From an optimization exercise on the open Yosys and OpenROAD flow, aimed at small area, a short achievable clock period and few clock cycles; shortcuts taken in it are not production practice. Power is estimated from default activity; no workload was simulated.

==> module kdr_state, before the edit <==
module kdr_state (
  input  wire logic                 clk,
  input  wire logic                 rst_n,
  input  wire logic                 acc,
  input  wire logic [ACT_W-1:0]     action,
  input  wire logic [DATA_W-1:0]    pins,
  input  wire logic [DATA_W-1:0]    q,
  input  wire kdr_pkg::kdr_cfg_t    cfg,
  input  wire logic                 fd_one,    
  output      logic [DATA_W-1:0]    sel_o,
  output      logic [DATA_W-1:0]    press_o,
  output      logic [DATA_W-1:0]    stable_o
);
  logic [DATA_W-1:0]  press_r, stable_r, rep_r, cnt_a_r, cnt_b_r, sel_r;
  logic [PARAM_W-1:0] tmr_r;
  logic               tpend_r;
  logic [DATA_W-1:0] en, ah, rk;
  assign en = cfg.enabled_keys;
  assign ah = cfg.active_high_keys;
  assign rk = cfg.repeat_keys;
  logic                any_r;
  logic                fire;
  logic                rep_fire;
  logic [PARAM_W-1:0]  tmr_base, tmr_dec;
  assign tmr_base = any_r ? tmr_r : cfg.repeat_first_delay;
  assign tmr_dec  = tmr_base - 1'b1;
  assign fire     = tpend_r && (any_r ? (tmr_r == PARAM_W'(1)) : fd_one);
  assign rep_fire = tpend_r && (tmr_r == PARAM_W'(1));
  logic d_tick, d_press, d_rep, d_short, d_long, d_chord, chord_ok;
  assign d_tick  = (action == ACT_TICK);
  assign d_press = (action == ACT_PRESS);
  assign d_rep   = (action == ACT_REPEAT);
  assign d_short = (action == ACT_SHORT);
  assign d_long  = (action == ACT_LONG);
  assign d_chord = (action == ACT_CHORD);
  assign chord_ok = &(press_r | ~q);
  logic t_run;       
  logic t_hold;      
  logic s_all;       
  logic c_rep;       
  assign t_run   = acc & d_tick & rst_n;
  assign t_hold  = ~(acc & d_tick) & rst_n;
  assign s_all   = d_press | (d_chord & chord_ok);
  assign c_rep   = acc & (d_rep | d_long);
  logic [DATA_W-1:0] lvl, dis, tg, reff, psel, sel;
  assign lvl  = ~(pins ^ ah);                             
  assign dis  = {DATA_W{t_run}} & en & (stable_r ^ lvl);   
  assign tg   = dis & cnt_b_r & ~cnt_a_r;                 
  assign reff = rep_r | ({DATA_W{rep_fire}} & stable_r & rk);
  assign psel = q & press_r & ({DATA_W{s_all}} | ({DATA_W{d_short}} & ~stable_r) |
                               ({DATA_W{d_long}} & reff));
  assign sel  = (q & reff & {DATA_W{d_rep}}) | psel;
  logic [DATA_W-1:0] stable_d;
  assign stable_d = (stable_r & {DATA_W{rst_n}}) ^ tg;
  always_ff @(posedge clk) begin
    any_r    <= |(stable_d & rk);
    cnt_a_r  <= (dis & ~cnt_b_r) | ({DATA_W{t_hold}} & cnt_a_r);
    cnt_b_r  <= (dis & cnt_a_r)  | ({DATA_W{t_hold}} & cnt_b_r);
    stable_r <= stable_d;
    press_r  <= (press_r & ~(psel & {DATA_W{acc}}) & {DATA_W{rst_n}}) | (tg & lvl);
    rep_r    <= reff & ~(q & {DATA_W{c_rep}}) & {DATA_W{rst_n}};
  end
  always_ff @(posedge clk) begin
    if (!rst_n) begin
      tmr_r   <= '0;
      tpend_r <= 1'b0;
    end else begin
      tpend_r <= acc && d_tick;
      if (fire) begin
        tmr_r <= cfg.repeat_period;
      end else if (tpend_r) begin
        tmr_r <= tmr_dec;
      end
    end
  end
  always_ff @(posedge clk) begin
    if (acc) begin
      sel_r <= sel;
    end
  end
  assign sel_o    = sel_r;
  assign press_o  = press_r;
  assign stable_o = stable_r;
endmodule
Settings: LEC_CHECK=0, CAP_MARGIN=20, CORE_MARGIN=2, CORE_UTILIZATION=45, SETUP_SLACK_MARGIN=2.65, SLEW_MARGIN=20; clock period 5.0 ns.
standard.sh (not shown) runs the stock make flow with config.mk's settings and CLKGATE_MAP_FILE= SYNTH_SCRIPT=/design/flow/synth_recipe.tcl, a recipe that flattens the netlist after the stock synthesis.
==> flow/flow/run.sh <==
#!/bin/bash
# The standard layout, with two changes: ports are buffered with plain buf_1
# cells (timing repair may upsize them) instead of the delay cells buffer_ports
# picks by default, and clock tree synthesis uses larger sink clusters and
# inserts no dummy loads.
set -euo pipefail
export BUFFER_PORTS_ARGS="-buffer_cell sky130_fd_sc_hd__buf_1"
export CTS_ARGS="-sink_clustering_enable -repair_clock_nets -dont_use_dummy_load -sink_clustering_size 12 -sink_clustering_max_diameter 50 -buf_list {sky130_fd_sc_hd__clkbuf_8}"
bash standard.sh > standard_flow.log 2>&1
The starting point finished with timing, DRC and antenna clean.
Rerun with:
--- a/flow/design.v
+++ b/flow/design.v
@@ -103,13 +103,13 @@
   assign en = cfg.enabled_keys;
   assign ah = cfg.active_high_keys;
   assign rk = cfg.repeat_keys;
-  logic                any_r;
-  logic                fire;
+  logic                any_rk;
   logic                rep_fire;
-  logic [PARAM_W-1:0]  tmr_base, tmr_dec;
-  assign tmr_base = any_r ? tmr_r : cfg.repeat_first_delay;
-  assign tmr_dec  = tmr_base - 1'b1;
-  assign fire     = tpend_r && (any_r ? (tmr_r == PARAM_W'(1)) : fd_one);
+  logic [PARAM_W-1:0]  tmr_any, tmr_none;
+  assign any_rk   = |(stable_r & rk);
+  assign tmr_any  = (tmr_r == PARAM_W'(1)) ? cfg.repeat_period : tmr_r - 1'b1;
+  assign tmr_none = fd_one ? cfg.repeat_period
+                                                            : cfg.repeat_first_delay - 1'b1;
   assign rep_fire = tpend_r && (tmr_r == PARAM_W'(1));
   logic d_tick, d_press, d_rep, d_short, d_long, d_chord, chord_ok;
   assign d_tick  = (action == ACT_TICK);
@@ -121,28 +121,32 @@
   assign chord_ok = &(press_r | ~q);
   logic t_run;       
   logic t_hold;      
-  logic s_all;       
+  logic c_all;       
+  logic c_short;     
+  logic c_long;      
   logic c_rep;       
   assign t_run   = acc & d_tick & rst_n;
   assign t_hold  = ~(acc & d_tick) & rst_n;
-  assign s_all   = d_press | (d_chord & chord_ok);
+  assign c_all   = acc & (d_press | (d_chord & chord_ok));
+  assign c_short = acc & d_short;
+  assign c_long  = acc & d_long;
   assign c_rep   = acc & (d_rep | d_long);
-  logic [DATA_W-1:0] lvl, dis, tg, reff, psel, sel;
+  logic [DATA_W-1:0] lvl, dis, tg, reff, pclr, sel;
   assign lvl  = ~(pins ^ ah);                             
   assign dis  = {DATA_W{t_run}} & en & (stable_r ^ lvl);   
   assign tg   = dis & cnt_b_r & ~cnt_a_r;                 
   assign reff = rep_r | ({DATA_W{rep_fire}} & stable_r & rk);
-  assign psel = q & press_r & ({DATA_W{s_all}} | ({DATA_W{d_short}} & ~stable_r) |
-                               ({DATA_W{d_long}} & reff));
-  assign sel  = (q & reff & {DATA_W{d_rep}}) | psel;
-  logic [DATA_W-1:0] stable_d;
-  assign stable_d = (stable_r & {DATA_W{rst_n}}) ^ tg;
-  always_ff @(posedge clk) begin
-    any_r    <= |(stable_d & rk);
+  assign pclr = q & (({DATA_W{c_all}}) | ({DATA_W{c_short}} & ~stable_r) |
+                     ({DATA_W{c_long}} & reff));
+  assign sel  = q & (({DATA_W{d_rep}} & reff) |
+                     (press_r & (({DATA_W{d_press | (d_chord & chord_ok)}}) |
+                                 ({DATA_W{d_short}} & ~stable_r) |
+                                 ({DATA_W{d_long}} & reff))));
+  always_ff @(posedge clk) begin
     cnt_a_r  <= (dis & ~cnt_b_r) | ({DATA_W{t_hold}} & cnt_a_r);
     cnt_b_r  <= (dis & cnt_a_r)  | ({DATA_W{t_hold}} & cnt_b_r);
-    stable_r <= stable_d;
-    press_r  <= (press_r & ~(psel & {DATA_W{acc}}) & {DATA_W{rst_n}}) | (tg & lvl);
+    stable_r <= (stable_r & {DATA_W{rst_n}}) ^ tg;
+    press_r  <= (press_r & ~pclr & {DATA_W{rst_n}}) | (tg & lvl);
     rep_r    <= reff & ~(q & {DATA_W{c_rep}}) & {DATA_W{rst_n}};
   end
   always_ff @(posedge clk) begin
@@ -151,10 +155,8 @@
       tpend_r <= 1'b0;
     end else begin
       tpend_r <= acc && d_tick;
-      if (fire) begin
-        tmr_r <= cfg.repeat_period;
-      end else if (tpend_r) begin
-        tmr_r <= tmr_dec;
+      if (tpend_r) begin
+        tmr_r <= any_rk ? tmr_any : tmr_none;
       end
     end
   end
What happened: The new run produced a clean layout; non-clock buffer count goes down by 25; total power is lower by about 2.7%; wire length fell by about 11%; clock power barely changes; global-route usage went down by 3.6 points; final cell count increases by about 3.5%.
No functional check of the RTL was part of any run of this note.

what the ideal ports hide:
How much do the figures lean on ideal ports? The routed layouts below were timed once more, with nothing changed but the port constraints.
Step 1, drivers: a clkbuf_16 drives clk and a buf_2 each remaining input, both assumed.
Step 2, shift: input delay + t, output delay - t, t = (earliest + latest rising clock arrival at the registers) / 2. This alone moves slack from input paths to output paths.
Three values: ideal ports, drivers, drivers and shift; two values: the first two.
run	shift t [ns]	slack for setup (ns)	worst data-port slew with drivers (ns)	cell pins on the clock port's net
the first run	0.590	2.364 / 2.375 / 1.786	0.13	1
the second run	0.591	2.612 / 2.623 / 2.032	0.09	1
After both steps setup and hold are still met in every run listed. The setup slack of the second run, which loses most, moves by +0.011 ns with the drivers and by -0.580 ns with both steps.
